What follows belongs to an exercise in optimizing a design on an open flow for small area and a short achievable clock period; a production flow would make more cautious choices. Only simulation tests tie the RTL to the original design; equivalence was not proved. No run shown here takes its clock network from TritonCTS; it comes from the design's own scripts or RTL. The flow treats the clock pin as an ideal source. Dropping or thinning the clock tree relies on that and would not hold on a real chip. Power figures rest on the tool's default switching activity, not on a simulated workload.

## flow/run.sh

```bash
#!/bin/bash
# Standard ORFS layout (standard.sh, unchanged synthesis) with three changes: ports are
# buffered with sky130_fd_sc_hd__buf_2 instead of the default delay buffer; the clock tree is one level of
# clkbuf_16 buffers placed by flow/cts_pre.tcl instead of TritonCTS; and repair_timing
# aims for extra setup slack. The make output goes to standard_flow.log; each ORFS step
# keeps its own log under orfs/logs.
set -euo pipefail
export BUFFER_PORTS_ARGS="-buffer_cell sky130_fd_sc_hd__buf_2"
export SETUP_SLACK_MARGIN=8.1
export PRE_CTS_TCL="$(pwd)/flow/cts_pre.tcl"
export PRE_GLOBAL_PLACE_TCL="$(pwd)/flow/place_pre.tcl"
export CLK_NLEAF=8
export CLK_NL1=4
export CLK_LEAF_CELL=sky130_fd_sc_hd__clkinv_8
export CLK_L1_CELL=sky130_fd_sc_hd__clkinv_8
bash standard.sh > standard_flow.log 2>&1
```

## flow/cts_pre.tcl

```tcl
proc env_or { name dflt } {
  if { [info exists ::env($name)] && $::env($name) ne "" } { return $::env($name) }
  return $dflt
}
set nleaf [env_or CLK_NLEAF 8]
set nl1 [env_or CLK_NL1 2]
set leafcell [env_or CLK_LEAF_CELL sky130_fd_sc_hd__clkbuf_16]
set l1cell [env_or CLK_L1_CELL sky130_fd_sc_hd__clkbuf_16]

# Balanced k-means: pts is a list of {x y}; returns {assignment centres}
proc kmeans { pts k {slack 1} } {
  set n [llength $pts]
  set cx 0; set cy 0
  foreach p $pts { set cx [expr {$cx + [lindex $p 0]}]; set cy [expr {$cy + [lindex $p 1]}] }
  set cx [expr {$cx / $n}]; set cy [expr {$cy / $n}]
  set order {}
  for {set i 0} {$i < $n} {incr i} {
    set p [lindex $pts $i]
    lappend order [list $i [expr {atan2([lindex $p 1]-$cy, [lindex $p 0]-$cx)}]]
  }
  set order [lsort -real -index 1 $order]
  set cent {}
  for {set c 0} {$c < $k} {incr c} {
    set sx 0; set sy 0; set m 0
    for {set j [expr {$c * $n / $k}]} {$j < ($c + 1) * $n / $k} {incr j} {
      set p [lindex $pts [lindex [lindex $order $j] 0]]
      set sx [expr {$sx + [lindex $p 0]}]; set sy [expr {$sy + [lindex $p 1]}]; incr m
    }
    if {$m == 0} { lappend cent [list $cx $cy] } else { lappend cent [list [expr {$sx / $m}] [expr {$sy / $m}]] }
  }
  set cap [expr {int(ceil(double($n) / $k)) + $slack}]
  for {set iter 0} {$iter < 40} {incr iter} {
    set cnt [lrepeat $k 0]
    set assign [lrepeat $n -1]
    set cand {}
    for {set i 0} {$i < $n} {incr i} {
      set p [lindex $pts $i]
      set best 1e18
      for {set c 0} {$c < $k} {incr c} {
        set d [expr {abs([lindex $p 0]-[lindex $cent $c 0]) + abs([lindex $p 1]-[lindex $cent $c 1])}]
        if {$d < $best} { set best $d }
      }
      lappend cand [list $i $best]
    }
    foreach ib [lsort -real -decreasing -index 1 $cand] {
      set i [lindex $ib 0]; set p [lindex $pts $i]
      set bk -1; set best 1e18
      for {set c 0} {$c < $k} {incr c} {
        if {[lindex $cnt $c] >= $cap} continue
        set d [expr {abs([lindex $p 0]-[lindex $cent $c 0]) + abs([lindex $p 1]-[lindex $cent $c 1])}]
        if {$d < $best} { set best $d; set bk $c }
      }
      lset assign $i $bk
      lset cnt $bk [expr {[lindex $cnt $bk] + 1}]
    }
    set newc {}
    for {set c 0} {$c < $k} {incr c} {
      set sx 0; set sy 0; set m 0
      for {set i 0} {$i < $n} {incr i} {
        if {[lindex $assign $i] == $c} {
          set sx [expr {$sx + [lindex $pts $i 0]}]; set sy [expr {$sy + [lindex $pts $i 1]}]; incr m
        }
      }
      if {$m > 0} { lappend newc [list [expr {$sx / $m}] [expr {$sy / $m}]] } else { lappend newc [lindex $cent $c] }
    }
    set cent $newc
  }
  return [list $assign $cent]
}

proc add_buffer { block master name in_net x y } {
  set inst [odb::dbInst_create $block $master $name]
  set net [odb::dbNet_create $block "${name}_net"]
  $net setSigType CLOCK
  [$inst findITerm A] connect $in_net
  set out [$inst findITerm X]
  if { $out eq "NULL" } { set out [$inst findITerm Y] }
  $out connect $net
  $inst setLocation [expr {int($x)}] [expr {int($y)}]
  $inst setPlacementStatus PLACED
  return $net
}

set block [ord::get_db_block]
set db [ord::get_db]
set clk_net [$block findNet clk]
set sinks {}
foreach it [$clk_net getITerms] {
  if { [$it isInputSignal] } { lappend sinks $it }
}
set pts {}
foreach it $sinks {
  set bb [[$it getInst] getBBox]
  lappend pts [list [expr {([$bb xMin] + [$bb xMax]) / 2.0}] [expr {([$bb yMin] + [$bb yMax]) / 2.0}]]
}
puts "manual clock tree: [llength $sinks] sinks, $nleaf leaf buffers, $nl1 first-level buffers"
lassign [kmeans $pts $nleaf] leaf_of leaf_cent
if { $nl1 > 0 } {
  lassign [kmeans $leaf_cent $nl1 0] l1_of l1_cent
  for {set g 0} {$g < $nl1} {incr g} {
    set l1net($g) [add_buffer $block [$db findMaster $l1cell] "clkbuf_l1_$g" $clk_net {*}[lindex $l1_cent $g]]
  }
}
for {set c 0} {$c < $nleaf} {incr c} {
  set src $clk_net
  if { $nl1 > 0 } { set src $l1net([lindex $l1_of $c]) }
  set leafnet($c) [add_buffer $block [$db findMaster $leafcell] "clkbuf_leaf_$c" $src {*}[lindex $leaf_cent $c]]
}
for {set i 0} {$i < [llength $sinks]} {incr i} {
  set it [lindex $sinks $i]
  $it disconnect
  $it connect $leafnet([lindex $leaf_of $i])
}
# TritonCTS is not run: the buffers above are the whole tree.
proc clock_tree_synthesis { args } {
  puts "clock_tree_synthesis skipped: clock buffers were placed by cts_pre.tcl"
  set_propagated_clock [all_clocks]
}
# cts.tcl clones clock inverters next to their loads after this hook; the inverter pairs
# above are already placed by their loads, so that step is skipped as well.
proc repair_clock_inverters { args } {
  puts "repair_clock_inverters skipped: clock tree built by cts_pre.tcl"
}
```

## flow/place_pre.tcl

```tcl
# Port buffers: a small buf_1 on each input (it drives one flip-flop) and buf_2 on each
# output (it drives the 0.01 pF output load). Every port still gets its own buffer.
rename buffer_ports orfs_buffer_ports
proc buffer_ports { args } {
  orfs_buffer_ports -inputs -buffer_cell sky130_fd_sc_hd__buf_1
  orfs_buffer_ports -outputs -buffer_cell sky130_fd_sc_hd__buf_2
}
```

## standard.sh

```bash
#!/bin/bash
# synth_recipe.tcl (not shown) runs the flow's synth.tcl, then flattens the netlist and writes it again
# the make line also repeats each setting of config.mk as NAME=value (left out here)
make -C /OpenROAD-flow-scripts/flow DESIGN_CONFIG=/design/flow/config.mk WORK_HOME=/design/flow/orfs CLKGATE_MAP_FILE= SYNTH_SCRIPT=/design/flow/synth_recipe.tcl "${@:-finish}"
```

## config.mk

```make
export PLATFORM = sky130hd
export DESIGN_NAME = wallace_mult_top
export DESIGN_NICKNAME = wallace_mult_top
export VERILOG_FILES = /design/flow/design.v
export SDC_FILE = /design/flow/constraint.sdc
export NUM_CORES = 4
export LEC_CHECK = 0
export CAP_MARGIN = 20
export CORE_MARGIN = 2
export CORE_UTILIZATION = 40
export SLEW_MARGIN = 20
export SYNTH_HIERARCHICAL = 1
export SYNTH_MINIMUM_KEEP_SIZE = 0
```

## constraint.sdc

```tcl
create_clock -name core_clock -period 11.0 [get_ports {clk}]
set_input_delay 2.2000 -clock core_clock [delete_from_list [all_inputs] [get_ports {clk}]]
set_output_delay 2.2000 -clock core_clock [all_outputs]
set_load 0.01 [all_outputs]
```

## design.v

```verilog
module wallace_mult_top (
    input  logic        clk,
    input  logic        arst_n,
    input  logic        in_valid,
    input  logic [15:0] a,
    input  logic [15:0] b,
    output logic        out_valid,
    output logic [31:0] product,
    output logic        busy
);
    logic [2:0] vld_q;
    logic       busy_q;
    always_ff @(posedge clk or negedge arst_n) begin
        if (!arst_n) begin
            vld_q  <= '0;
            busy_q <= 1'b0;
        end else begin
            vld_q  <= {vld_q[1:0], in_valid};
            busy_q <= in_valid | (|vld_q[1:0]);
        end
    end
    assign out_valid = vld_q[2];
    assign busy      = busy_q;
    logic [15:0] a_q;
    logic        b15_q;
    logic [7:0]  one_q, two_q, neg_q;
    logic [31:0] opa_n, opb_n, prod_d;
    logic pp1;
    logic pp2;
    logic pp3;
    logic pp4;
    logic pp5;
    logic pp6;
    logic pp7;
    logic pp8;
    logic pp9;
    logic pp10;
    logic pp11;
    logic pp12;
    logic pp13;
    logic pp14;
    logic pp15;
    logic pp16;
    logic pp17;
    logic ng18;
    logic sg19;
    logic pp20;
    logic pp21;
    logic pp22;
    logic pp23;
    logic pp24;
    logic pp25;
    logic pp26;
    logic pp27;
    logic pp28;
    logic pp29;
    logic pp30;
    logic pp31;
    logic pp32;
    logic pp33;
    logic pp34;
    logic pp35;
    logic pp36;
    logic ng37;
    logic sg38;
    logic pp39;
    logic pp40;
    logic pp41;
    logic pp42;
    logic pp43;
    logic pp44;
    logic pp45;
    logic pp46;
    logic pp47;
    logic pp48;
    logic pp49;
    logic pp50;
    logic pp51;
    logic pp52;
    logic pp53;
    logic pp54;
    logic pp55;
    logic ng56;
    logic sg57;
    logic pp58;
    logic pp59;
    logic pp60;
    logic pp61;
    logic pp62;
    logic pp63;
    logic pp64;
    logic pp65;
    logic pp66;
    logic pp67;
    logic pp68;
    logic pp69;
    logic pp70;
    logic pp71;
    logic pp72;
    logic pp73;
    logic pp74;
    logic ng75;
    logic sg76;
    logic pp77;
    logic pp78;
    logic pp79;
    logic pp80;
    logic pp81;
    logic pp82;
    logic pp83;
    logic pp84;
    logic pp85;
    logic pp86;
    logic pp87;
    logic pp88;
    logic pp89;
    logic pp90;
    logic pp91;
    logic pp92;
    logic pp93;
    logic ng94;
    logic sg95;
    logic pp96;
    logic pp97;
    logic pp98;
    logic pp99;
    logic pp100;
    logic pp101;
    logic pp102;
    logic pp103;
    logic pp104;
    logic pp105;
    logic pp106;
    logic pp107;
    logic pp108;
    logic pp109;
    logic pp110;
    logic pp111;
    logic pp112;
    logic ng113;
    logic sg114;
    logic pp115;
    logic pp116;
    logic pp117;
    logic pp118;
    logic pp119;
    logic pp120;
    logic pp121;
    logic pp122;
    logic pp123;
    logic pp124;
    logic pp125;
    logic pp126;
    logic pp127;
    logic pp128;
    logic pp129;
    logic pp130;
    logic pp131;
    logic ng132;
    logic sg133;
    logic pp134;
    logic pp135;
    logic pp136;
    logic pp137;
    logic pp138;
    logic pp139;
    logic pp140;
    logic pp141;
    logic pp142;
    logic pp143;
    logic pp144;
    logic pp145;
    logic pp146;
    logic pp147;
    logic pp148;
    logic pp149;
    logic pp150;
    logic ng151;
    logic sg152;
    logic pp153;
    logic pp154;
    logic pp155;
    logic pp156;
    logic pp157;
    logic pp158;
    logic pp159;
    logic pp160;
    logic pp161;
    logic pp162;
    logic pp163;
    logic pp164;
    logic pp165;
    logic pp166;
    logic pp167;
    logic pp168;
    logic s169;
    logic c170;
    logic s171;
    logic c172;
    logic s173;
    logic c174;
    logic s175;
    logic c176;
    logic s177;
    logic c178;
    logic s179;
    logic c180;
    logic s181;
    logic c182;
    logic s183;
    logic c184;
    logic s185;
    logic c186;
    logic s187;
    logic c188;
    logic s189;
    logic c190;
    logic s191;
    logic c192;
    logic s193;
    logic c194;
    logic s195;
    logic c196;
    logic s197;
    logic c198;
    logic s199;
    logic c200;
    logic s201;
    logic c202;
    logic s203;
    logic c204;
    logic s205;
    logic c206;
    logic s207;
    logic c208;
    logic s209;
    logic c210;
    logic s211;
    logic c212;
    logic s213;
    logic c214;
    logic s215;
    logic c216;
    logic s217;
    logic c218;
    logic s219;
    logic c220;
    logic s221;
    logic c222;
    logic s223;
    logic c224;
    logic s225;
    logic c226;
    logic s227;
    logic c228;
    logic s229;
    logic c230;
    logic s231;
    logic c232;
    logic s233;
    logic c234;
    logic s235;
    logic c236;
    logic s237;
    logic c238;
    logic s239;
    logic c240;
    logic s241;
    logic c242;
    logic s243;
    logic c244;
    logic s245;
    logic c246;
    logic s247;
    logic c248;
    logic s249;
    logic c250;
    logic s251;
    logic c252;
    logic s253;
    logic c254;
    logic s255;
    logic c256;
    logic s257;
    logic c258;
    logic s259;
    logic c260;
    logic s261;
    logic c262;
    logic s263;
    logic c264;
    logic s265;
    logic c266;
    logic s267;
    logic c268;
    logic s269;
    logic c270;
    logic s271;
    logic c272;
    logic s273;
    logic c274;
    logic s275;
    logic c276;
    logic s277;
    logic c278;
    logic s279;
    logic c280;
    logic s281;
    logic c282;
    logic s283;
    logic c284;
    logic s285;
    logic c286;
    logic s287;
    logic c288;
    logic s289;
    logic c290;
    logic s291;
    logic c292;
    logic s293;
    logic c294;
    logic s295;
    logic c296;
    logic s297;
    logic c298;
    logic s299;
    logic c300;
    logic s301;
    logic c302;
    logic s303;
    logic c304;
    logic s305;
    logic c306;
    logic s307;
    logic c308;
    logic s309;
    logic c310;
    logic s311;
    logic c312;
    logic s313;
    logic c314;
    logic s315;
    logic c316;
    logic s317;
    logic c318;
    logic s319;
    logic c320;
    logic s321;
    logic c322;
    logic s323;
    logic c324;
    logic s325;
    logic c326;
    logic s327;
    logic c328;
    logic s329;
    logic c330;
    logic s331;
    logic c332;
    logic s333;
    logic c334;
    logic s335;
    logic c336;
    logic s337;
    logic c338;
    logic s339;
    logic c340;
    logic s341;
    logic c342;
    logic s343;
    logic c344;
    logic s345;
    logic c346;
    logic s347;
    logic c348;
    logic s349;
    logic c350;
    logic s351;
    logic c352;
    logic s353;
    logic c354;
    logic s355;
    logic c356;
    logic s357;
    logic c358;
    logic s359;
    logic c360;
    logic s361;
    logic c362;
    logic s363;
    logic c364;
    logic s365;
    logic c366;
    logic s367;
    logic c368;
    logic s369;
    logic c370;
    logic s371;
    logic c372;
    logic s373;
    logic c374;
    logic s375;
    logic c376;
    logic s377;
    logic c378;
    logic s379;
    logic c380;
    logic s381;
    logic c382;
    logic s383;
    logic c384;
    logic s385;
    logic c386;
    logic s387;
    logic c388;
    logic s389;
    logic c390;
    logic s391;
    logic c392;
    logic s393;
    logic c394;
    logic s395;
    logic c396;
    logic s397;
    logic c398;
    logic s399;
    logic c400;
    logic s401;
    logic c402;
    logic s403;
    logic c404;
    logic s405;
    logic c406;
    logic s407;
    logic c408;
    logic s409;
    logic c410;
    logic s411;
    logic c412;
    logic s413;
    logic c414;
    logic s415;
    logic c416;
    logic s417;
    logic c418;
    logic s419;
    logic c420;
    logic s421;
    logic c422;
    logic s423;
    logic c424;
    logic s425;
    logic c426;
    logic s427;
    logic c428;
    logic s429;
    logic c430;
    logic s431;
    logic c432;
    logic s433;
    logic c434;
    logic s435;
    logic c436;
    logic s437;
    logic c438;
    logic s439;
    logic c440;
    logic s441;
    logic c442;
    logic s443;
    logic c444;
    logic r0_c0_0;
    logic r0_c1_0;
    logic r0_c2_0;
    logic r0_c3_0;
    logic r0_c4_0;
    logic r0_c4_1;
    logic r0_c5_0;
    logic r0_c6_0;
    logic r0_c6_1;
    logic r0_c6_2;
    logic r0_c7_0;
    logic r0_c7_1;
    logic r0_c8_0;
    logic r0_c8_1;
    logic r0_c9_0;
    logic r0_c9_1;
    logic r0_c10_0;
    logic r0_c10_1;
    logic r0_c11_0;
    logic r0_c11_1;
    logic r0_c12_0;
    logic r0_c12_1;
    logic r0_c13_0;
    logic r0_c13_1;
    logic r0_c14_0;
    logic r0_c14_1;
    logic r0_c15_0;
    logic r0_c15_1;
    logic r0_c16_0;
    logic r0_c16_1;
    logic r0_c16_2;
    logic r0_c17_0;
    logic r0_c17_1;
    logic r0_c18_0;
    logic r0_c18_1;
    logic r0_c19_0;
    logic r0_c19_1;
    logic r0_c19_2;
    logic r0_c20_0;
    logic r0_c20_1;
    logic r0_c21_0;
    logic r0_c21_1;
    logic r0_c21_2;
    logic r0_c22_0;
    logic r0_c22_1;
    logic r0_c23_0;
    logic r0_c23_1;
    logic r0_c23_2;
    logic r0_c24_0;
    logic r0_c24_1;
    logic r0_c25_0;
    logic r0_c26_0;
    logic r0_c26_1;
    logic r0_c26_2;
    logic r0_c27_0;
    logic r0_c28_0;
    logic r0_c28_1;
    logic r0_c28_2;
    logic r0_c29_0;
    logic r0_c30_0;
    logic r0_c31_0;
    logic r0_c31_1;
    assign pp1 = ~(((a_q[0] & one_q[0]) | (1'b0 & two_q[0])) ^ neg_q[0]);
    assign pp2 = ~(((a_q[1] & one_q[0]) | (a_q[0] & two_q[0])) ^ neg_q[0]);
    assign pp3 = ~(((a_q[2] & one_q[0]) | (a_q[1] & two_q[0])) ^ neg_q[0]);
    assign pp4 = ~(((a_q[3] & one_q[0]) | (a_q[2] & two_q[0])) ^ neg_q[0]);
    assign pp5 = ~(((a_q[4] & one_q[0]) | (a_q[3] & two_q[0])) ^ neg_q[0]);
    assign pp6 = ~(((a_q[5] & one_q[0]) | (a_q[4] & two_q[0])) ^ neg_q[0]);
    assign pp7 = ~(((a_q[6] & one_q[0]) | (a_q[5] & two_q[0])) ^ neg_q[0]);
    assign pp8 = ~(((a_q[7] & one_q[0]) | (a_q[6] & two_q[0])) ^ neg_q[0]);
    assign pp9 = ~(((a_q[8] & one_q[0]) | (a_q[7] & two_q[0])) ^ neg_q[0]);
    assign pp10 = ~(((a_q[9] & one_q[0]) | (a_q[8] & two_q[0])) ^ neg_q[0]);
    assign pp11 = ~(((a_q[10] & one_q[0]) | (a_q[9] & two_q[0])) ^ neg_q[0]);
    assign pp12 = ~(((a_q[11] & one_q[0]) | (a_q[10] & two_q[0])) ^ neg_q[0]);
    assign pp13 = ~(((a_q[12] & one_q[0]) | (a_q[11] & two_q[0])) ^ neg_q[0]);
    assign pp14 = ~(((a_q[13] & one_q[0]) | (a_q[12] & two_q[0])) ^ neg_q[0]);
    assign pp15 = ~(((a_q[14] & one_q[0]) | (a_q[13] & two_q[0])) ^ neg_q[0]);
    assign pp16 = ~(((a_q[15] & one_q[0]) | (a_q[14] & two_q[0])) ^ neg_q[0]);
    assign pp17 = ~(((1'b0 & one_q[0]) | (a_q[15] & two_q[0])) ^ neg_q[0]);
    assign ng18 = ~neg_q[0];
    assign sg19 = neg_q[0];
    assign pp20 = ~(((a_q[0] & one_q[1]) | (1'b0 & two_q[1])) ^ neg_q[1]);
    assign pp21 = ~(((a_q[1] & one_q[1]) | (a_q[0] & two_q[1])) ^ neg_q[1]);
    assign pp22 = ~(((a_q[2] & one_q[1]) | (a_q[1] & two_q[1])) ^ neg_q[1]);
    assign pp23 = ~(((a_q[3] & one_q[1]) | (a_q[2] & two_q[1])) ^ neg_q[1]);
    assign pp24 = ~(((a_q[4] & one_q[1]) | (a_q[3] & two_q[1])) ^ neg_q[1]);
    assign pp25 = ~(((a_q[5] & one_q[1]) | (a_q[4] & two_q[1])) ^ neg_q[1]);
    assign pp26 = ~(((a_q[6] & one_q[1]) | (a_q[5] & two_q[1])) ^ neg_q[1]);
    assign pp27 = ~(((a_q[7] & one_q[1]) | (a_q[6] & two_q[1])) ^ neg_q[1]);
    assign pp28 = ~(((a_q[8] & one_q[1]) | (a_q[7] & two_q[1])) ^ neg_q[1]);
    assign pp29 = ~(((a_q[9] & one_q[1]) | (a_q[8] & two_q[1])) ^ neg_q[1]);
    assign pp30 = ~(((a_q[10] & one_q[1]) | (a_q[9] & two_q[1])) ^ neg_q[1]);
    assign pp31 = ~(((a_q[11] & one_q[1]) | (a_q[10] & two_q[1])) ^ neg_q[1]);
    assign pp32 = ~(((a_q[12] & one_q[1]) | (a_q[11] & two_q[1])) ^ neg_q[1]);
    assign pp33 = ~(((a_q[13] & one_q[1]) | (a_q[12] & two_q[1])) ^ neg_q[1]);
    assign pp34 = ~(((a_q[14] & one_q[1]) | (a_q[13] & two_q[1])) ^ neg_q[1]);
    assign pp35 = ~(((a_q[15] & one_q[1]) | (a_q[14] & two_q[1])) ^ neg_q[1]);
    assign pp36 = ~(((1'b0 & one_q[1]) | (a_q[15] & two_q[1])) ^ neg_q[1]);
    assign ng37 = ~neg_q[1];
    assign sg38 = neg_q[1];
    assign pp39 = ~(((a_q[0] & one_q[2]) | (1'b0 & two_q[2])) ^ neg_q[2]);
    assign pp40 = ~(((a_q[1] & one_q[2]) | (a_q[0] & two_q[2])) ^ neg_q[2]);
    assign pp41 = ~(((a_q[2] & one_q[2]) | (a_q[1] & two_q[2])) ^ neg_q[2]);
    assign pp42 = ~(((a_q[3] & one_q[2]) | (a_q[2] & two_q[2])) ^ neg_q[2]);
    assign pp43 = ~(((a_q[4] & one_q[2]) | (a_q[3] & two_q[2])) ^ neg_q[2]);
    assign pp44 = ~(((a_q[5] & one_q[2]) | (a_q[4] & two_q[2])) ^ neg_q[2]);
    assign pp45 = ~(((a_q[6] & one_q[2]) | (a_q[5] & two_q[2])) ^ neg_q[2]);
    assign pp46 = ~(((a_q[7] & one_q[2]) | (a_q[6] & two_q[2])) ^ neg_q[2]);
    assign pp47 = ~(((a_q[8] & one_q[2]) | (a_q[7] & two_q[2])) ^ neg_q[2]);
    assign pp48 = ~(((a_q[9] & one_q[2]) | (a_q[8] & two_q[2])) ^ neg_q[2]);
    assign pp49 = ~(((a_q[10] & one_q[2]) | (a_q[9] & two_q[2])) ^ neg_q[2]);
    assign pp50 = ~(((a_q[11] & one_q[2]) | (a_q[10] & two_q[2])) ^ neg_q[2]);
    assign pp51 = ~(((a_q[12] & one_q[2]) | (a_q[11] & two_q[2])) ^ neg_q[2]);
    assign pp52 = ~(((a_q[13] & one_q[2]) | (a_q[12] & two_q[2])) ^ neg_q[2]);
    assign pp53 = ~(((a_q[14] & one_q[2]) | (a_q[13] & two_q[2])) ^ neg_q[2]);
    assign pp54 = ~(((a_q[15] & one_q[2]) | (a_q[14] & two_q[2])) ^ neg_q[2]);
    assign pp55 = ~(((1'b0 & one_q[2]) | (a_q[15] & two_q[2])) ^ neg_q[2]);
    assign ng56 = ~neg_q[2];
    assign sg57 = neg_q[2];
    assign pp58 = ~(((a_q[0] & one_q[3]) | (1'b0 & two_q[3])) ^ neg_q[3]);
    assign pp59 = ~(((a_q[1] & one_q[3]) | (a_q[0] & two_q[3])) ^ neg_q[3]);
    assign pp60 = ~(((a_q[2] & one_q[3]) | (a_q[1] & two_q[3])) ^ neg_q[3]);
    assign pp61 = ~(((a_q[3] & one_q[3]) | (a_q[2] & two_q[3])) ^ neg_q[3]);
    assign pp62 = ~(((a_q[4] & one_q[3]) | (a_q[3] & two_q[3])) ^ neg_q[3]);
    assign pp63 = ~(((a_q[5] & one_q[3]) | (a_q[4] & two_q[3])) ^ neg_q[3]);
    assign pp64 = ~(((a_q[6] & one_q[3]) | (a_q[5] & two_q[3])) ^ neg_q[3]);
    assign pp65 = ~(((a_q[7] & one_q[3]) | (a_q[6] & two_q[3])) ^ neg_q[3]);
    assign pp66 = ~(((a_q[8] & one_q[3]) | (a_q[7] & two_q[3])) ^ neg_q[3]);
    assign pp67 = ~(((a_q[9] & one_q[3]) | (a_q[8] & two_q[3])) ^ neg_q[3]);
    assign pp68 = ~(((a_q[10] & one_q[3]) | (a_q[9] & two_q[3])) ^ neg_q[3]);
    assign pp69 = ~(((a_q[11] & one_q[3]) | (a_q[10] & two_q[3])) ^ neg_q[3]);
    assign pp70 = ~(((a_q[12] & one_q[3]) | (a_q[11] & two_q[3])) ^ neg_q[3]);
    assign pp71 = ~(((a_q[13] & one_q[3]) | (a_q[12] & two_q[3])) ^ neg_q[3]);
    assign pp72 = ~(((a_q[14] & one_q[3]) | (a_q[13] & two_q[3])) ^ neg_q[3]);
    assign pp73 = ~(((a_q[15] & one_q[3]) | (a_q[14] & two_q[3])) ^ neg_q[3]);
    assign pp74 = ~(((1'b0 & one_q[3]) | (a_q[15] & two_q[3])) ^ neg_q[3]);
    assign ng75 = ~neg_q[3];
    assign sg76 = neg_q[3];
    assign pp77 = ~(((a_q[0] & one_q[4]) | (1'b0 & two_q[4])) ^ neg_q[4]);
    assign pp78 = ~(((a_q[1] & one_q[4]) | (a_q[0] & two_q[4])) ^ neg_q[4]);
    assign pp79 = ~(((a_q[2] & one_q[4]) | (a_q[1] & two_q[4])) ^ neg_q[4]);
    assign pp80 = ~(((a_q[3] & one_q[4]) | (a_q[2] & two_q[4])) ^ neg_q[4]);
    assign pp81 = ~(((a_q[4] & one_q[4]) | (a_q[3] & two_q[4])) ^ neg_q[4]);
    assign pp82 = ~(((a_q[5] & one_q[4]) | (a_q[4] & two_q[4])) ^ neg_q[4]);
    assign pp83 = ~(((a_q[6] & one_q[4]) | (a_q[5] & two_q[4])) ^ neg_q[4]);
    assign pp84 = ~(((a_q[7] & one_q[4]) | (a_q[6] & two_q[4])) ^ neg_q[4]);
    assign pp85 = ~(((a_q[8] & one_q[4]) | (a_q[7] & two_q[4])) ^ neg_q[4]);
    assign pp86 = ~(((a_q[9] & one_q[4]) | (a_q[8] & two_q[4])) ^ neg_q[4]);
    assign pp87 = ~(((a_q[10] & one_q[4]) | (a_q[9] & two_q[4])) ^ neg_q[4]);
    assign pp88 = ~(((a_q[11] & one_q[4]) | (a_q[10] & two_q[4])) ^ neg_q[4]);
    assign pp89 = ~(((a_q[12] & one_q[4]) | (a_q[11] & two_q[4])) ^ neg_q[4]);
    assign pp90 = ~(((a_q[13] & one_q[4]) | (a_q[12] & two_q[4])) ^ neg_q[4]);
    assign pp91 = ~(((a_q[14] & one_q[4]) | (a_q[13] & two_q[4])) ^ neg_q[4]);
    assign pp92 = ~(((a_q[15] & one_q[4]) | (a_q[14] & two_q[4])) ^ neg_q[4]);
    assign pp93 = ~(((1'b0 & one_q[4]) | (a_q[15] & two_q[4])) ^ neg_q[4]);
    assign ng94 = ~neg_q[4];
    assign sg95 = neg_q[4];
    assign pp96 = ~(((a_q[0] & one_q[5]) | (1'b0 & two_q[5])) ^ neg_q[5]);
    assign pp97 = ~(((a_q[1] & one_q[5]) | (a_q[0] & two_q[5])) ^ neg_q[5]);
    assign pp98 = ~(((a_q[2] & one_q[5]) | (a_q[1] & two_q[5])) ^ neg_q[5]);
    assign pp99 = ~(((a_q[3] & one_q[5]) | (a_q[2] & two_q[5])) ^ neg_q[5]);
    assign pp100 = ~(((a_q[4] & one_q[5]) | (a_q[3] & two_q[5])) ^ neg_q[5]);
    assign pp101 = ~(((a_q[5] & one_q[5]) | (a_q[4] & two_q[5])) ^ neg_q[5]);
    assign pp102 = ~(((a_q[6] & one_q[5]) | (a_q[5] & two_q[5])) ^ neg_q[5]);
    assign pp103 = ~(((a_q[7] & one_q[5]) | (a_q[6] & two_q[5])) ^ neg_q[5]);
    assign pp104 = ~(((a_q[8] & one_q[5]) | (a_q[7] & two_q[5])) ^ neg_q[5]);
    assign pp105 = ~(((a_q[9] & one_q[5]) | (a_q[8] & two_q[5])) ^ neg_q[5]);
    assign pp106 = ~(((a_q[10] & one_q[5]) | (a_q[9] & two_q[5])) ^ neg_q[5]);
    assign pp107 = ~(((a_q[11] & one_q[5]) | (a_q[10] & two_q[5])) ^ neg_q[5]);
    assign pp108 = ~(((a_q[12] & one_q[5]) | (a_q[11] & two_q[5])) ^ neg_q[5]);
    assign pp109 = ~(((a_q[13] & one_q[5]) | (a_q[12] & two_q[5])) ^ neg_q[5]);
    assign pp110 = ~(((a_q[14] & one_q[5]) | (a_q[13] & two_q[5])) ^ neg_q[5]);
    assign pp111 = ~(((a_q[15] & one_q[5]) | (a_q[14] & two_q[5])) ^ neg_q[5]);
    assign pp112 = ~(((1'b0 & one_q[5]) | (a_q[15] & two_q[5])) ^ neg_q[5]);
    assign ng113 = ~neg_q[5];
    assign sg114 = neg_q[5];
    assign pp115 = ~(((a_q[0] & one_q[6]) | (1'b0 & two_q[6])) ^ neg_q[6]);
    assign pp116 = ~(((a_q[1] & one_q[6]) | (a_q[0] & two_q[6])) ^ neg_q[6]);
    assign pp117 = ~(((a_q[2] & one_q[6]) | (a_q[1] & two_q[6])) ^ neg_q[6]);
    assign pp118 = ~(((a_q[3] & one_q[6]) | (a_q[2] & two_q[6])) ^ neg_q[6]);
    assign pp119 = ~(((a_q[4] & one_q[6]) | (a_q[3] & two_q[6])) ^ neg_q[6]);
    assign pp120 = ~(((a_q[5] & one_q[6]) | (a_q[4] & two_q[6])) ^ neg_q[6]);
    assign pp121 = ~(((a_q[6] & one_q[6]) | (a_q[5] & two_q[6])) ^ neg_q[6]);
    assign pp122 = ~(((a_q[7] & one_q[6]) | (a_q[6] & two_q[6])) ^ neg_q[6]);
    assign pp123 = ~(((a_q[8] & one_q[6]) | (a_q[7] & two_q[6])) ^ neg_q[6]);
    assign pp124 = ~(((a_q[9] & one_q[6]) | (a_q[8] & two_q[6])) ^ neg_q[6]);
    assign pp125 = ~(((a_q[10] & one_q[6]) | (a_q[9] & two_q[6])) ^ neg_q[6]);
    assign pp126 = ~(((a_q[11] & one_q[6]) | (a_q[10] & two_q[6])) ^ neg_q[6]);
    assign pp127 = ~(((a_q[12] & one_q[6]) | (a_q[11] & two_q[6])) ^ neg_q[6]);
    assign pp128 = ~(((a_q[13] & one_q[6]) | (a_q[12] & two_q[6])) ^ neg_q[6]);
    assign pp129 = ~(((a_q[14] & one_q[6]) | (a_q[13] & two_q[6])) ^ neg_q[6]);
    assign pp130 = ~(((a_q[15] & one_q[6]) | (a_q[14] & two_q[6])) ^ neg_q[6]);
    assign pp131 = ~(((1'b0 & one_q[6]) | (a_q[15] & two_q[6])) ^ neg_q[6]);
    assign ng132 = ~neg_q[6];
    assign sg133 = neg_q[6];
    assign pp134 = ~(((a_q[0] & one_q[7]) | (1'b0 & two_q[7])) ^ neg_q[7]);
    assign pp135 = ~(((a_q[1] & one_q[7]) | (a_q[0] & two_q[7])) ^ neg_q[7]);
    assign pp136 = ~(((a_q[2] & one_q[7]) | (a_q[1] & two_q[7])) ^ neg_q[7]);
    assign pp137 = ~(((a_q[3] & one_q[7]) | (a_q[2] & two_q[7])) ^ neg_q[7]);
    assign pp138 = ~(((a_q[4] & one_q[7]) | (a_q[3] & two_q[7])) ^ neg_q[7]);
    assign pp139 = ~(((a_q[5] & one_q[7]) | (a_q[4] & two_q[7])) ^ neg_q[7]);
    assign pp140 = ~(((a_q[6] & one_q[7]) | (a_q[5] & two_q[7])) ^ neg_q[7]);
    assign pp141 = ~(((a_q[7] & one_q[7]) | (a_q[6] & two_q[7])) ^ neg_q[7]);
    assign pp142 = ~(((a_q[8] & one_q[7]) | (a_q[7] & two_q[7])) ^ neg_q[7]);
    assign pp143 = ~(((a_q[9] & one_q[7]) | (a_q[8] & two_q[7])) ^ neg_q[7]);
    assign pp144 = ~(((a_q[10] & one_q[7]) | (a_q[9] & two_q[7])) ^ neg_q[7]);
    assign pp145 = ~(((a_q[11] & one_q[7]) | (a_q[10] & two_q[7])) ^ neg_q[7]);
    assign pp146 = ~(((a_q[12] & one_q[7]) | (a_q[11] & two_q[7])) ^ neg_q[7]);
    assign pp147 = ~(((a_q[13] & one_q[7]) | (a_q[12] & two_q[7])) ^ neg_q[7]);
    assign pp148 = ~(((a_q[14] & one_q[7]) | (a_q[13] & two_q[7])) ^ neg_q[7]);
    assign pp149 = ~(((a_q[15] & one_q[7]) | (a_q[14] & two_q[7])) ^ neg_q[7]);
    assign pp150 = ~(((1'b0 & one_q[7]) | (a_q[15] & two_q[7])) ^ neg_q[7]);
    assign ng151 = ~neg_q[7];
    assign sg152 = neg_q[7];
    assign pp153 = ~(a_q[0] & b15_q);
    assign pp154 = ~(a_q[1] & b15_q);
    assign pp155 = ~(a_q[2] & b15_q);
    assign pp156 = ~(a_q[3] & b15_q);
    assign pp157 = ~(a_q[4] & b15_q);
    assign pp158 = ~(a_q[5] & b15_q);
    assign pp159 = ~(a_q[6] & b15_q);
    assign pp160 = ~(a_q[7] & b15_q);
    assign pp161 = ~(a_q[8] & b15_q);
    assign pp162 = ~(a_q[9] & b15_q);
    assign pp163 = ~(a_q[10] & b15_q);
    assign pp164 = ~(a_q[11] & b15_q);
    assign pp165 = ~(a_q[12] & b15_q);
    assign pp166 = ~(a_q[13] & b15_q);
    assign pp167 = ~(a_q[14] & b15_q);
    assign pp168 = ~(a_q[15] & b15_q);
    mfa u_ha0 (.x(ng18), .y(pp1), .z(1'b1), .s(s169), .c(c170));
    mfa u_ha1 (.x(pp2), .y(c170), .z(1'b1), .s(s171), .c(c172));
    mfa u_fa0 (.x(ng37), .y(pp20), .z(pp3), .s(s173), .c(c174));
    mfa u_ha2 (.x(s173), .y(c172), .z(1'b1), .s(s175), .c(c176));
    mfa u_fa1 (.x(pp21), .y(pp4), .z(c174), .s(s177), .c(c178));
    mfa u_ha3 (.x(s177), .y(c176), .z(1'b1), .s(s179), .c(c180));
    mfa u_fa2 (.x(ng56), .y(pp22), .z(pp39), .s(s181), .c(c182));
    mfa u_fa3 (.x(pp5), .y(s181), .z(c178), .s(s183), .c(c184));
    mfa u_fa4 (.x(pp23), .y(pp40), .z(pp6), .s(s185), .c(c186));
    mfa u_fa5 (.x(c182), .y(s185), .z(c184), .s(s187), .c(c188));
    mfa u_fa6 (.x(ng75), .y(pp24), .z(pp41), .s(s189), .c(c190));
    mfa u_fa7 (.x(pp58), .y(pp7), .z(c186), .s(s191), .c(c192));
    mfa u_fa8 (.x(pp25), .y(pp42), .z(pp59), .s(s193), .c(c194));
    mfa u_fa9 (.x(pp8), .y(c190), .z(s193), .s(s195), .c(c196));
    mfa u_fa10 (.x(ng94), .y(pp26), .z(pp43), .s(s197), .c(c198));
    mfa u_fa11 (.x(pp60), .y(pp77), .z(pp9), .s(s199), .c(c200));
    mfa u_fa12 (.x(c194), .y(s197), .z(s199), .s(s201), .c(c202));
    mfa u_fa13 (.x(pp10), .y(pp27), .z(pp44), .s(s203), .c(c204));
    mfa u_fa14 (.x(pp61), .y(pp78), .z(c198), .s(s205), .c(c206));
    mfa u_fa15 (.x(c200), .y(s203), .z(c202), .s(s207), .c(c208));
    mfa u_fa16 (.x(ng113), .y(pp11), .z(pp28), .s(s209), .c(c210));
    mfa u_fa17 (.x(pp45), .y(pp62), .z(pp79), .s(s211), .c(c212));
    mfa u_fa18 (.x(pp96), .y(c204), .z(s209), .s(s213), .c(c214));
    mfa u_fa19 (.x(s211), .y(c206), .z(s213), .s(s215), .c(c216));
    mfa u_fa20 (.x(pp12), .y(pp29), .z(pp46), .s(s217), .c(c218));
    mfa u_fa21 (.x(pp63), .y(pp80), .z(pp97), .s(s219), .c(c220));
    mfa u_fa22 (.x(c210), .y(c212), .z(s217), .s(s221), .c(c222));
    mfa u_fa23 (.x(s219), .y(c214), .z(s221), .s(s223), .c(c224));
    mfa u_fa24 (.x(ng132), .y(pp115), .z(pp13), .s(s225), .c(c226));
    mfa u_fa25 (.x(pp30), .y(pp47), .z(pp64), .s(s227), .c(c228));
    mfa u_fa26 (.x(pp81), .y(pp98), .z(c218), .s(s229), .c(c230));
    mfa u_fa27 (.x(c220), .y(s225), .z(s227), .s(s231), .c(c232));
    mfa u_fa28 (.x(c222), .y(s229), .z(s231), .s(s233), .c(c234));
    mfa u_fa29 (.x(pp116), .y(pp14), .z(pp31), .s(s235), .c(c236));
    mfa u_fa30 (.x(pp48), .y(pp65), .z(pp82), .s(s237), .c(c238));
    mfa u_fa31 (.x(pp99), .y(c226), .z(c228), .s(s239), .c(c240));
    mfa u_fa32 (.x(s235), .y(s237), .z(c230), .s(s241), .c(c242));
    mfa u_fa33 (.x(c232), .y(s239), .z(s241), .s(s243), .c(c244));
    mfa u_fa34 (.x(ng151), .y(pp100), .z(pp117), .s(s245), .c(c246));
    mfa u_fa35 (.x(pp134), .y(pp15), .z(pp32), .s(s247), .c(c248));
    mfa u_fa36 (.x(pp49), .y(pp66), .z(pp83), .s(s249), .c(c250));
    mfa u_fa37 (.x(c236), .y(c238), .z(s245), .s(s251), .c(c252));
    mfa u_fa38 (.x(s247), .y(s249), .z(c240), .s(s253), .c(c254));
    mfa u_fa39 (.x(s251), .y(c242), .z(s253), .s(s255), .c(c256));
    mfa u_fa40 (.x(pp101), .y(pp118), .z(pp135), .s(s257), .c(c258));
    mfa u_fa41 (.x(pp16), .y(pp33), .z(pp50), .s(s259), .c(c260));
    mfa u_fa42 (.x(pp67), .y(pp84), .z(c246), .s(s261), .c(c262));
    mfa u_fa43 (.x(c248), .y(c250), .z(s257), .s(s263), .c(c264));
    mfa u_fa44 (.x(s259), .y(c252), .z(s261), .s(s265), .c(c266));
    mfa u_fa45 (.x(s263), .y(c254), .z(s265), .s(s267), .c(c268));
    mfa u_fa46 (.x(pp153), .y(pp102), .z(pp119), .s(s269), .c(c270));
    mfa u_fa47 (.x(pp136), .y(pp17), .z(pp34), .s(s271), .c(c272));
    mfa u_fa48 (.x(pp51), .y(pp68), .z(pp85), .s(s273), .c(c274));
    mfa u_fa49 (.x(c258), .y(c260), .z(s269), .s(s275), .c(c276));
    mfa u_fa50 (.x(s271), .y(s273), .z(c262), .s(s277), .c(c278));
    mfa u_fa51 (.x(c264), .y(s275), .z(c266), .s(s279), .c(c280));
    mha u_hc0 (.x(sg19), .y(pp154), .s(s281), .c(c282));
    mfa u_fa52 (.x(pp103), .y(pp120), .z(pp137), .s(s283), .c(c284));
    mfa u_fa53 (.x(pp35), .y(pp52), .z(pp69), .s(s285), .c(c286));
    mfa u_fa54 (.x(pp86), .y(s281), .z(c270), .s(s287), .c(c288));
    mfa u_fa55 (.x(c272), .y(c274), .z(s283), .s(s289), .c(c290));
    mfa u_fa56 (.x(s285), .y(c276), .z(s287), .s(s291), .c(c292));
    mfa u_fa57 (.x(s289), .y(c278), .z(s291), .s(s293), .c(c294));
    mha u_hc1 (.x(pp155), .y(pp104), .s(s295), .c(c296));
    mfa u_fa58 (.x(pp121), .y(pp138), .z(pp36), .s(s297), .c(c298));
    mfa u_fa59 (.x(pp53), .y(pp70), .z(pp87), .s(s299), .c(c300));
    mfa u_fa60 (.x(c282), .y(s295), .z(c284), .s(s301), .c(c302));
    mfa u_fa61 (.x(c286), .y(s297), .z(s299), .s(s303), .c(c304));
    mfa u_fa62 (.x(c288), .y(c290), .z(s301), .s(s305), .c(c306));
    mfa u_fa63 (.x(s303), .y(c292), .z(s305), .s(s307), .c(c308));
    mfa u_fa64 (.x(sg38), .y(pp156), .z(pp105), .s(s309), .c(c310));
    mfa u_fa65 (.x(pp122), .y(pp139), .z(pp54), .s(s311), .c(c312));
    mfa u_fa66 (.x(pp71), .y(pp88), .z(c296), .s(s313), .c(c314));
    mfa u_fa67 (.x(c298), .y(c300), .z(s309), .s(s315), .c(c316));
    mfa u_fa68 (.x(s311), .y(s313), .z(c302), .s(s317), .c(c318));
    mfa u_fa69 (.x(c304), .y(s315), .z(c306), .s(s319), .c(c320));
    mha u_hc2 (.x(pp157), .y(pp106), .s(s321), .c(c322));
    mfa u_fa70 (.x(pp123), .y(pp140), .z(pp55), .s(s323), .c(c324));
    mfa u_fa71 (.x(pp72), .y(pp89), .z(s321), .s(s325), .c(c326));
    mfa u_fa72 (.x(c310), .y(c312), .z(s323), .s(s327), .c(c328));
    mfa u_fa73 (.x(c314), .y(s325), .z(c316), .s(s329), .c(c330));
    mfa u_fa74 (.x(s327), .y(c318), .z(s329), .s(s331), .c(c332));
    mfa u_fa75 (.x(sg57), .y(pp158), .z(pp107), .s(s333), .c(c334));
    mfa u_fa76 (.x(pp124), .y(pp141), .z(pp73), .s(s335), .c(c336));
    mfa u_fa77 (.x(pp90), .y(c322), .z(c324), .s(s337), .c(c338));
    mfa u_fa78 (.x(s333), .y(s335), .z(c326), .s(s339), .c(c340));
    mfa u_fa79 (.x(c328), .y(s337), .z(s339), .s(s341), .c(c342));
    mha u_hc3 (.x(pp159), .y(pp108), .s(s343), .c(c344));
    mfa u_fa80 (.x(pp125), .y(pp142), .z(pp74), .s(s345), .c(c346));
    mfa u_fa81 (.x(pp91), .y(s343), .z(c334), .s(s347), .c(c348));
    mfa u_fa82 (.x(c336), .y(s345), .z(c338), .s(s349), .c(c350));
    mfa u_fa83 (.x(s347), .y(c340), .z(s349), .s(s351), .c(c352));
    mfa u_fa84 (.x(sg76), .y(pp160), .z(pp109), .s(s353), .c(c354));
    mfa u_fa85 (.x(pp126), .y(pp143), .z(pp92), .s(s355), .c(c356));
    mfa u_fa86 (.x(c344), .y(c346), .z(s353), .s(s357), .c(c358));
    mfa u_fa87 (.x(s355), .y(c348), .z(s357), .s(s359), .c(c360));
    mha u_hc4 (.x(pp161), .y(pp110), .s(s361), .c(c362));
    mfa u_fa88 (.x(pp127), .y(pp144), .z(pp93), .s(s363), .c(c364));
    mfa u_fa89 (.x(s361), .y(c354), .z(c356), .s(s365), .c(c366));
    mfa u_fa90 (.x(s363), .y(c358), .z(s365), .s(s367), .c(c368));
    mfa u_fa91 (.x(sg95), .y(pp162), .z(pp111), .s(s369), .c(c370));
    mfa u_fa92 (.x(pp128), .y(pp145), .z(c362), .s(s371), .c(c372));
    mfa u_fa93 (.x(c364), .y(s369), .z(s371), .s(s373), .c(c374));
    mfa u_fa94 (.x(c366), .y(s373), .z(c368), .s(s375), .c(c376));
    mha u_hc5 (.x(pp163), .y(pp112), .s(s377), .c(c378));
    mfa u_fa95 (.x(pp129), .y(pp146), .z(s377), .s(s379), .c(c380));
    mfa u_fa96 (.x(c370), .y(c372), .z(s379), .s(s381), .c(c382));
    mfa u_fa97 (.x(sg114), .y(pp164), .z(pp130), .s(s383), .c(c384));
    mfa u_fa98 (.x(pp147), .y(c378), .z(s383), .s(s385), .c(c386));
    mfa u_fa99 (.x(c380), .y(s385), .z(c382), .s(s387), .c(c388));
    mha u_hc6 (.x(pp165), .y(pp131), .s(s389), .c(c390));
    mfa u_fa100 (.x(pp148), .y(s389), .z(c384), .s(s391), .c(c392));
    mfa u_fa101 (.x(sg133), .y(pp166), .z(pp149), .s(s393), .c(c394));
    mfa u_fa102 (.x(c390), .y(s393), .z(c392), .s(s395), .c(c396));
    mha u_hc7 (.x(pp167), .y(pp150), .s(s397), .c(c398));
    mfa u_fa103 (.x(s397), .y(c394), .z(c396), .s(s399), .c(c400));
    mfa u_fa104 (.x(sg152), .y(pp168), .z(c398), .s(s401), .c(c402));
    mfa u_fa105 (.x(r0_c6_0), .y(r0_c6_1), .z(r0_c6_2), .s(s403), .c(c404));
    mfa u_ha4 (.x(r0_c7_0), .y(r0_c7_1), .z(1'b1), .s(s405), .c(c406));
    mfa u_ha5 (.x(r0_c8_0), .y(r0_c8_1), .z(1'b1), .s(s407), .c(c408));
    mfa u_ha6 (.x(r0_c9_0), .y(r0_c9_1), .z(1'b1), .s(s409), .c(c410));
    mfa u_ha7 (.x(r0_c10_0), .y(r0_c10_1), .z(1'b1), .s(s411), .c(c412));
    mfa u_ha8 (.x(r0_c11_0), .y(r0_c11_1), .z(1'b1), .s(s413), .c(c414));
    mfa u_ha9 (.x(r0_c12_0), .y(r0_c12_1), .z(1'b1), .s(s415), .c(c416));
    mfa u_ha10 (.x(r0_c13_0), .y(r0_c13_1), .z(1'b1), .s(s417), .c(c418));
    mfa u_ha11 (.x(r0_c14_0), .y(r0_c14_1), .z(1'b1), .s(s419), .c(c420));
    mfa u_ha12 (.x(r0_c15_0), .y(r0_c15_1), .z(1'b1), .s(s421), .c(c422));
    mfa u_fa106 (.x(r0_c16_0), .y(r0_c16_1), .z(r0_c16_2), .s(s423), .c(c424));
    mfa u_ha13 (.x(r0_c17_0), .y(r0_c17_1), .z(1'b1), .s(s425), .c(c426));
    mfa u_ha14 (.x(r0_c18_0), .y(r0_c18_1), .z(1'b1), .s(s427), .c(c428));
    mfa u_fa107 (.x(r0_c19_0), .y(r0_c19_1), .z(r0_c19_2), .s(s429), .c(c430));
    mfa u_ha15 (.x(r0_c20_0), .y(r0_c20_1), .z(1'b1), .s(s431), .c(c432));
    mfa u_fa108 (.x(r0_c21_0), .y(r0_c21_1), .z(r0_c21_2), .s(s433), .c(c434));
    mfa u_ha16 (.x(r0_c22_0), .y(r0_c22_1), .z(1'b1), .s(s435), .c(c436));
    mfa u_fa109 (.x(r0_c23_0), .y(r0_c23_1), .z(r0_c23_2), .s(s437), .c(c438));
    mfa u_ha17 (.x(r0_c24_0), .y(r0_c24_1), .z(1'b1), .s(s439), .c(c440));
    mfa u_fa110 (.x(r0_c26_0), .y(r0_c26_1), .z(r0_c26_2), .s(s441), .c(c442));
    mfa u_fa111 (.x(r0_c28_0), .y(r0_c28_1), .z(r0_c28_2), .s(s443), .c(c444));
    assign opa_n = {r0_c31_0, r0_c30_0, r0_c29_0, s443, r0_c27_0, s441, r0_c25_0, c438, c436, c434, c432, c430, c428, c426, c424, c422, c420, c418, c416, c414, c412, c410, c408, c406, c404, s403, r0_c5_0, r0_c4_0, r0_c3_0, r0_c2_0, r0_c1_0, r0_c0_0};
    assign opb_n = {r0_c31_1, 1'b1, c444, 1'b1, c442, 1'b1, c440, s439, s437, s435, s433, s431, s429, s427, s425, s423, s421, s419, s417, s415, s413, s411, s409, s407, s405, 1'b1, 1'b1, r0_c4_1, 1'b1, 1'b1, 1'b1, 1'b1};
    assign prod_d = ~(opa_n + opb_n + 32'd1);
    always_ff @(posedge clk) begin
        a_q <= a;
        one_q[0] <= b[0] ^ 1'b0;
        two_q[0] <= (b[1] & ~b[0] & ~1'b0) | (~b[1] & b[0] & 1'b0);
        neg_q[0] <= b[1] & ~(b[0] & 1'b0);
        one_q[1] <= b[2] ^ b[1];
        two_q[1] <= (b[3] & ~b[2] & ~b[1]) | (~b[3] & b[2] & b[1]);
        neg_q[1] <= b[3] & ~(b[2] & b[1]);
        one_q[2] <= b[4] ^ b[3];
        two_q[2] <= (b[5] & ~b[4] & ~b[3]) | (~b[5] & b[4] & b[3]);
        neg_q[2] <= b[5] & ~(b[4] & b[3]);
        one_q[3] <= b[6] ^ b[5];
        two_q[3] <= (b[7] & ~b[6] & ~b[5]) | (~b[7] & b[6] & b[5]);
        neg_q[3] <= b[7] & ~(b[6] & b[5]);
        one_q[4] <= b[8] ^ b[7];
        two_q[4] <= (b[9] & ~b[8] & ~b[7]) | (~b[9] & b[8] & b[7]);
        neg_q[4] <= b[9] & ~(b[8] & b[7]);
        one_q[5] <= b[10] ^ b[9];
        two_q[5] <= (b[11] & ~b[10] & ~b[9]) | (~b[11] & b[10] & b[9]);
        neg_q[5] <= b[11] & ~(b[10] & b[9]);
        one_q[6] <= b[12] ^ b[11];
        two_q[6] <= (b[13] & ~b[12] & ~b[11]) | (~b[13] & b[12] & b[11]);
        neg_q[6] <= b[13] & ~(b[12] & b[11]);
        one_q[7] <= b[14] ^ b[13];
        two_q[7] <= (b[15] & ~b[14] & ~b[13]) | (~b[15] & b[14] & b[13]);
        neg_q[7] <= b[15] & ~(b[14] & b[13]);
        b15_q <= b[15];
        r0_c0_0 <= s169;
        r0_c1_0 <= s171;
        r0_c2_0 <= s175;
        r0_c3_0 <= s179;
        r0_c4_0 <= s183;
        r0_c4_1 <= c180;
        r0_c5_0 <= s187;
        r0_c6_0 <= s189;
        r0_c6_1 <= s191;
        r0_c6_2 <= c188;
        r0_c7_0 <= c192;
        r0_c7_1 <= s195;
        r0_c8_0 <= c196;
        r0_c8_1 <= s201;
        r0_c9_0 <= s205;
        r0_c9_1 <= s207;
        r0_c10_0 <= c208;
        r0_c10_1 <= s215;
        r0_c11_0 <= c216;
        r0_c11_1 <= s223;
        r0_c12_0 <= c224;
        r0_c12_1 <= s233;
        r0_c13_0 <= c234;
        r0_c13_1 <= s243;
        r0_c14_0 <= c244;
        r0_c14_1 <= s255;
        r0_c15_0 <= c256;
        r0_c15_1 <= s267;
        r0_c16_0 <= s277;
        r0_c16_1 <= c268;
        r0_c16_2 <= s279;
        r0_c17_0 <= c280;
        r0_c17_1 <= s293;
        r0_c18_0 <= c294;
        r0_c18_1 <= s307;
        r0_c19_0 <= s317;
        r0_c19_1 <= c308;
        r0_c19_2 <= s319;
        r0_c20_0 <= c320;
        r0_c20_1 <= s331;
        r0_c21_0 <= c330;
        r0_c21_1 <= s341;
        r0_c21_2 <= c332;
        r0_c22_0 <= c342;
        r0_c22_1 <= s351;
        r0_c23_0 <= c350;
        r0_c23_1 <= s359;
        r0_c23_2 <= c352;
        r0_c24_0 <= s367;
        r0_c24_1 <= c360;
        r0_c25_0 <= s375;
        r0_c26_0 <= c374;
        r0_c26_1 <= s381;
        r0_c26_2 <= c376;
        r0_c27_0 <= s387;
        r0_c28_0 <= c386;
        r0_c28_1 <= s391;
        r0_c28_2 <= c388;
        r0_c29_0 <= s395;
        r0_c30_0 <= s399;
        r0_c31_0 <= s401;
        r0_c31_1 <= c400;
        product <= prod_d;
    end
endmodule
module mfa (input logic x, input logic y, input logic z, output logic s, output logic c);
    assign s = x ^ y ^ z;
    assign c = (x & y) | (x & z) | (y & z);
endmodule
module mha (input logic x, input logic y, output logic s, output logic c);
    assign s = x ^ y;
    assign c = x & y;
endmodule
```

==> results of run 1 <==
## path summary, 6_finish.rpt
path / start / to / slack [ns] / cells past startpoint
worst max-delay path: one_q[6] / r0_c15_1 / 8.14 / 6
worst max register to register: one_q[6] / r0_c15_1 / 8.14 / 6
max in group asynchronous: arst_n / vld_q[2] / 8.97 / 1
worst min register to register: r0_c0_0 / product[0] / 0.36 / 1
worst min-delay path: r0_c0_0 / product[0] / 0.36 / 1
min in group asynchronous: arst_n / vld_q[0] / 1.86 / 1
## per-module statistics from Yosys, one instance, submodules excluded
| module | flops+latches | cells inside |
|---|---|---|
| mfa | 0 | 1 |
| wallace_mult_top | 139 | 740 |
| mha | 0 | 1 |
## synthesized netlist by cell type (2+ instances only)
master / number / area [µm²]
xnor2_1: 150 / 1310
dfxtp_1: 135 / 2700
fa_1: 130 / 2600
a22oi_1: 120 / 901
clkbuf_1: 67 / 251
nand2_1: 56 / 210
ha_1: 38 / 475
a21oi_1: 23 / 115
o21ai_0: 22 / 110
nor2_1: 15 / 56.3
nand2b_1: 13 / 81.3
xor2_1: 12 / 105
buf_1: 11 / 41.3
inv_1: 10 / 37.5
nor2b_1: 10 / 62.6
inv_2: 8 / 30.0
nand3b_1: 7 / 52.6
a21o_1: 4 / 30.0
dfrtp_1: 4 / 100
o21bai_1: 4 / 30.0
nand4_1: 3 / 18.8
o211ai_1: 3 / 22.5
o21ai_1: 3 / 15.0
a211o_1: 2 / 17.5
a211oi_1: 2 / 15.0
a31oi_1: 2 / 12.5
nand3_1: 2 / 10.0
nor3b_1: 2 / 15.0
o21ai_2: 2 / 17.5
or3_1: 2 / 12.5
## report_power, final
part	switching [µW]	total, µW	internal, µW	leakage, µW
Clock	191	240	49.0	0.0000827
Sequential	117	854	737	0.00120
Combinational	1220	2200	979	0.00282
Total	1520	3290	1770	0.00410
## cells by family (layout without fill, tap and decap cells)
family / count (synthesis) / in the layout
XOR/XNOR: 162 / 162
AO/OA/AOI/OAI: 194 / 194
buffers and inverters: 96 / 148
adder cells (fa/ha/maj): 168 / 168
flip-flops: 139 / 139
other: 1 / 18
AND/OR/NAND/NOR: 118 / 118
## state kept, by name, summed over array words and instances, names as in the netlist, 3 cells and up
register	count
vld_q	3
one_q	8
a_q	16
two_q	8
product	32
neg_q	8
## routing by layer
layer  global-route usage  vias up
met4               0.0496        0
met5                    0        -
met2                0.299      259
li1                     -     3070
met1                0.265     3228
met3               0.0258       52
## metrics by stage
stage | area [µm²] | utilization
global placement | 10100 | 0.428
detailed placement | 10100 | 0.428
global route | 10900 | 0.465
finish | 10900 | 0.465
CTS | 10600 | 0.449
floorplan | 9800 | -
## area by class of cell
class,instances,area share
Multi-Input combinational cell,660,0.603
Inverter,30,0.0268
Tap cell,319,0.0365
Sequential cell,139,0.268
Timing Repair Buffer,118,0.0661
## timing repair
action,in CTS,in global routing
setup endpoints to repair,37,22
hold buffers,0,0
pin swaps,1,8
gates resized for setup,71,29
setup buffers,15,35
cloned,0,0
## critical path, cell delays in order (launching register included)
cell and delay (ns):
dfxtp_4 0.48, a22oi_1 0.14, xnor2_1 0.20, fa_1 0.47
fa_1 0.44, fa_1 0.57, fa_1 0.42
==> impl_metrics.csv, run 1 <==
group,metric,value,unit
sta,report.final.setup_viol,0,
cells_and_area,nets,1152,
synthesis,synth_seq_cells,139,
detailed_routing,vias,6609,
cells_and_area,fillers,2277,
worst_setup_path,worst_setup_path_start_kind,"flip-flop",
floorplan,core_area,23500,µm²
outcome,status,"timing/DRC/antenna clean",
synthesis,synth.area.mux_share,0,
synthesis,synth-xor-area-share,0.148,
synthesis,avgSynthCellArea,10.9,µm²
pwr,p_leak,0.00410,µW
floorplan,initial_core_util,0.408,
sta,fin_crit_sh,0.260,
detailed_routing,drc,0,
grt,grt.total_usage,0.186,
floorplan,rows,56,
grt,grt_pass1_vias,6694,
worst_setup_path,worst_setup_path_end_kind,"flip-flop",
detailed_routing,wl_met3,1530,µm
place,preCtsSetupSlack,7.57,ns
floorplan,io_pins,69,
sta,clock.fmax,0.349,GHz
detailed_routing,wirelength,23800,µm
cells_and_area,final_common_cell,"xnor2_1",
synthesis,async_reset_ff_frac,0.0288,
synthesis,ys_warn_count,7,
cells_and_area,n_antenna_cell,0,
detailed_routing,wirelength_met1,11000,µm
detailed_routing,routed.top_layer,"met4",
job,cap_violations,0,
grt,grt_max_degree,20,
worst_setup_path,cp.required,11.02,ns
detailed_routing,dr_wl_met2,10600,µm
synthesis,synth_simple_gate_area_frac,0.0608,
worst_setup_path,cp_max_fo,14,
detailed_routing,wire_per_inst,18.8,µm
cells_and_area,regArea,2930,µm²
place,dpl.hpwl,16400,µm
pwr,p_per_area,301,nW/µm²
synthesis,synth_top_family_by_area,"adder cells",
worst_setup_path,path_class,"reg2reg",
detailed_routing,vias_per_cell,5.22,
sta,drv_slew,0,
place,gp_congestion,0.862,
place,dp.cells,1204,
synthesis,yosys.cell_types.count,46,
floorplan,die-height,159,µm
detailed_routing,drtAntennaViolNets,0,
synthesis,synth_compound_area_frac,0.141,
sta,rsz0062_at_grt,"yes",
sta,setup_tns,0,ns
synthesis,ys.flop_type,"dfxtp_1",
clock_network,clk_latency,0.14,ns
detailed_routing,firstDrtPassIters,5,
sta,clock-skew-final,0.0107,ns
floorplan,die_area,25300,µm²
grt,antenna_found_initial,0,
synthesis,synth_area,9600,µm²
worst_setup_path,crit_arrival,2.88,ns
floorplan,die_x,159,µm
pwr,peakVddDrop,0.0963,mV
synthesis,synthCells,878,
cells_and_area,area_growth_syn_to_layout,13.9,%
pwr,power,3290,µW
place,port_buffers,68,
sta,hold_viol_final,0,
synthesis,synth-edff-count,0,
cells_and_area,final_cells,1266,
cells_and_area,mostFrequentLayoutCells,"xnor2_1 (148), fa_1 (122), a22oi_1 (113), dfxtp_1 (98), nand2_1 (56)",
min_path,hold_class,"reg2reg",
synthesis,synth_fa_ha_area_frac,0.320,
sta,final.setup.worst_slack,8.14,ns
sta,holdWs,0.362,ns
sta,period_minus_slack,2.86,ns
grt,grt.overflow.total,0,
grt,grt_pass1_wl,37900,µm
cells_and_area,multi_input_area,6600,µm²
cells_and_area,drive_gt1_frac,0.180,
synthesis,yosysSeqAreaShare,0.292,
clock_network,clk_pin_slew,0.07,ns
detailed_routing,first_iter_violations,611,
==> run 2, diff against run 1 <==
--- a/flow/run.sh
+++ b/flow/run.sh
@@ -10,3 +10,2 @@
 export PRE_CTS_TCL="$(pwd)/flow/cts_pre.tcl"
-export PRE_GLOBAL_PLACE_TCL="$(pwd)/flow/place_pre.tcl"
 export CLK_NLEAF=8
--- a/config.mk
+++ b/config.mk
@@ -10,2 +10,3 @@
 export CORE_UTILIZATION = 40
+export PLACE_DENSITY = 0.75
 export SLEW_MARGIN = 20
removed: flow/place_pre.tcl
==> run 2 against run 1 <==
Against the previous run: utilization up 0.64 points; fmax about the same; register-to-register slack about the same; global-route usage down 0.78 points; final area up 1.4%; die area unchanged; first-iteration DRC count up 2.9%; clock power down 2%; sequential share of layout area down 0.38 points; critical endpoint is now r0_c18_1.
==> impl_metrics.csv, run 2 <==
group,metric,value,unit
outcome,status,"timing/DRC/antenna clean",
worst_setup_path,critPathMaxStageDelay,0.60,ns
worst_setup_path,reg2reg_depth,6,
cells_and_area,multi_input_area,6620,µm²
sta,drv_slew,0,
synthesis,yosys.cell_types.count,46,
synthesis,ys_warn_count,7,
synthesis,ys.flop_type,"dfxtp_1",
worst_setup_path,cp.required,11.02,ns
cells_and_area,final_common_cell,"xnor2_1",
grt,grt.total_usage,0.178,
clock_network,clk_pin_slew,0.07,ns
worst_setup_path,crit_top_cell,"fa_1",
synthesis,ys_top_cells_by_area,"dfxtp_1 (28%), fa_1 (27%), xnor2_1 (14%)",
worst_setup_path,crit_arrival,2.89,ns
sta,hold_viol_final,0,
synthesis,synth-edff-count,0,
floorplan,die_x,159,µm
worst_setup_path,worstReg2RegEnd,"r0_c18_1",
synthesis,synth_seq_cells,139,
cells_and_area,mostFrequentLayoutCells,"xnor2_1 (146), fa_1 (121), a22oi_1 (107), dfxtp_1 (99), buf_2 (69)",
detailed_routing,drtAntennaViolNets,0,
place,gp_congestion,0.902,
sta,period_minus_slack,2.86,ns
grt,grt.overflow.total,0,
detailed_routing,firstDrtPassIters,6,
synthesis,synth_common_cells,"xnor2_1 (150), dfxtp_1 (135), fa_1 (130), a22oi_1 (120), clkbuf_1 (67)",
detailed_routing,wire_per_inst,18.5,µm
cells_and_area,largest_register_ff_count,32,
worst_setup_path,worstReg2RegStart,"one_q[7]",
synthesis,async_reset_ff_frac,0.0288,
worst_setup_path,worst_setup_path_end_kind,"flip-flop",
synthesis,avgSynthCellArea,10.9,µm²
cells_and_area,top_register,"product",
grt,grt_pass1_vias,6795,
min_path,min_to,"product[1]",
worst_setup_path,worst_setup_path_start_kind,"flip-flop",
worst_setup_path,rrSetupSlack,8.14,ns
grt,antenna_found_initial,0,
place,dpl.hpwl,16400,µm
synthesis,synth_top_area_frac,0.281,
place,preCtsSetupSlack,7.61,ns
worst_setup_path,cpMaxStageDelayCell,"fa_2",
min_path,min_from,"r0_c1_0",
sta,final.setup.worst_slack,8.14,ns
sta,clock.fmax,0.349,GHz
cells_and_area,nets,1160,
job,cap_violations,0,
cells_and_area,drive_gt1_frac,0.227,
cells_and_area,reg_top3,"product x32, a_q x16",
cells_and_area,fillers,2128,
clock_network,clk_latency,0.14,ns
sta,report.final.setup_viol,0,
floorplan,core_area,23500,µm²
floorplan,io_pins,69,
detailed_routing,wirelength,23500,µm
sta,fin_crit_sh,0.260,
worst_setup_path,cp_max_fo,16,
detailed_routing,vias_per_cell,5.33,
synthesis,synthCells,878,
worst_setup_path,path_class,"reg2reg",
cells_and_area,area_growth_syn_to_layout,15.5,%
floorplan,initial_core_util,0.408,
worst_setup_path,crit_path_cell_trace,"a22oi_2 > xnor2_2 > fa_1 > fa_2 > fa_1 > fa_1",
place,port_buffers,68,
min_path,holdPathStages,1,
cells_and_area,n_antenna_cell,0,
sta,clock-skew-final,0.0145,ns
detailed_routing,vias,6789,
pwr,p_per_area,295,nW/µm²
floorplan,die-height,159,µm
sta,rsz0062_at_grt,"yes",
synthesis,synth_most_common_cell,"xnor2_1",
sta,tightest_slew,0.496,ns
sta,slew-limit-headroom,0.666,
detailed_routing,first_iter_violations,629,
pwr,peakVddDrop,0.118,mV
grt,grt_max_degree,20,
synthesis,synth_area,9600,µm²
cells_and_area,regArea,2930,µm²
synthesis,yosysSeqAreaShare,0.292,
floorplan,rows,56,
min_path,hold_class,"reg2reg",
grt,grt_pass1_wl,36700,µm
detailed_routing,drc,0,
sta,setup_tns,0,ns
synthesis,post-synth-top-area-cell,"dfxtp_1",
floorplan,die_area,25300,µm²
pwr,p_leak,0.00425,µW
## run 2: Yosys stat by module, one instance, submodules excluded
| module | cells | area (µm²) | times used | flip-flops and latches |
|---|---|---|---|---|
| mfa | 1 | 20.0 | 130 | 0 |
| mha | 1 | 12.5 | 8 | 0 |
| wallace_mult_top | 740 | 6900 | 1 | 139 |
## run 2: area by class of cell
| cell class | count | area share |
|---|---|---|
| Sequential cell | 139 | 0.264 |
| Tap cell | 319 | 0.0360 |
| Multi-Input combinational cell | 660 | 0.597 |
| Timing Repair Buffer | 126 | 0.0765 |
| Inverter | 30 | 0.0264 |
## run 2: logic make-up after synthesis
group           synth area share
fa+ha+maj                  0.320
flops                      0.292
compound gates             0.141
simple gates              0.0608
buf+inv                   0.0375
other cells             0.000390
xor+xnor                   0.148
## run 2: power breakdown
part	switching [µW]	internal [µW]	total [µW]
Clock	187	48.6	236
Combinational	1220	964	2180
Sequential	117	737	854
Total	1520	1750	3270
## run 2: critical path, delay by kind of cell, from the launching register on
kind	cells	cell delay, ns
fa+ha+maj	4	1.99
flops	1	0.47
xor+xnor	1	0.15
compound gates	1	0.13
## run 2: worst max path at each step
stage,endpoint,slack [ns],start
floorplan,r0_c15_1,8.04,one_q[3]
global placement,r0_c18_1,7.60,a_q[5]
detailed placement,r0_c18_1,7.61,a_q[5]
CTS,r0_c15_1,8.08,one_q[4]
global route,r0_c15_1,8.05,a_q[4]
finish,r0_c18_1,8.14,one_q[7]
## run 2: layer usage
metal | track usage | vias to the layer above | wire (µm)
li1 | - | 3089 | -
met1 | 0.247 | 3336 | 10300
met2 | 0.283 | 316 | 10600
met3 | 0.0380 | 48 | 2020
met4 | 0.0504 | 0 | 577
met5 | 0 | - | 0
## run 2: repair_timing
action                                  in CTS  in global routing
endpoints found under the setup margin      31                 25
hold endpoints to repair                     0                  0
resized for setup                           65                 39
buffers inserted                             5                 53
hold buffers                                 0                  0
pin swaps                                    0                 11
## run 2: per-stage QoR
stage,instances,total power (µW),hold WS [ns],cell area [µm²],utilization
detailed placement,1204,3000,0.349,10100,0.430
finish,1274,3270,0.363,11100,0.471
global placement,1204,2940,0.346,10100,0.430
CTS,1221,3250,0.366,10500,0.445
global route,1274,3600,0.370,11100,0.471
floorplan,895,2470,0.338,9800,-

## port drivers added, routing unchanged
The flow's constraints put no driver on any port. The routed layouts listed below were extracted and timed again, unchanged, in two steps.
Step 1, drivers: a clkbuf_16 drives clk and a buf_2 each remaining input, both assumed.
Step 2 also shifts input and output timing later by t, the mid clock arrival at the registers, as if the neighbouring blocks saw the same clock.
Three values: no drivers, after step 1, after step 2; two values: the first two.
run | t (ns) | setup slack, ns | worst setup path at the end | worst slew at a driven data input, ns | pins driven straight from the clock port
run 1 | 0.294 | 8.139 / 8.007 / 8.138 | register to register | 0.03 | 4
run 2 | 0.291 | 8.138 / 8.009 / 8.137 | register to register | 0.04 | 4
After both steps every run listed still meets setup and hold.
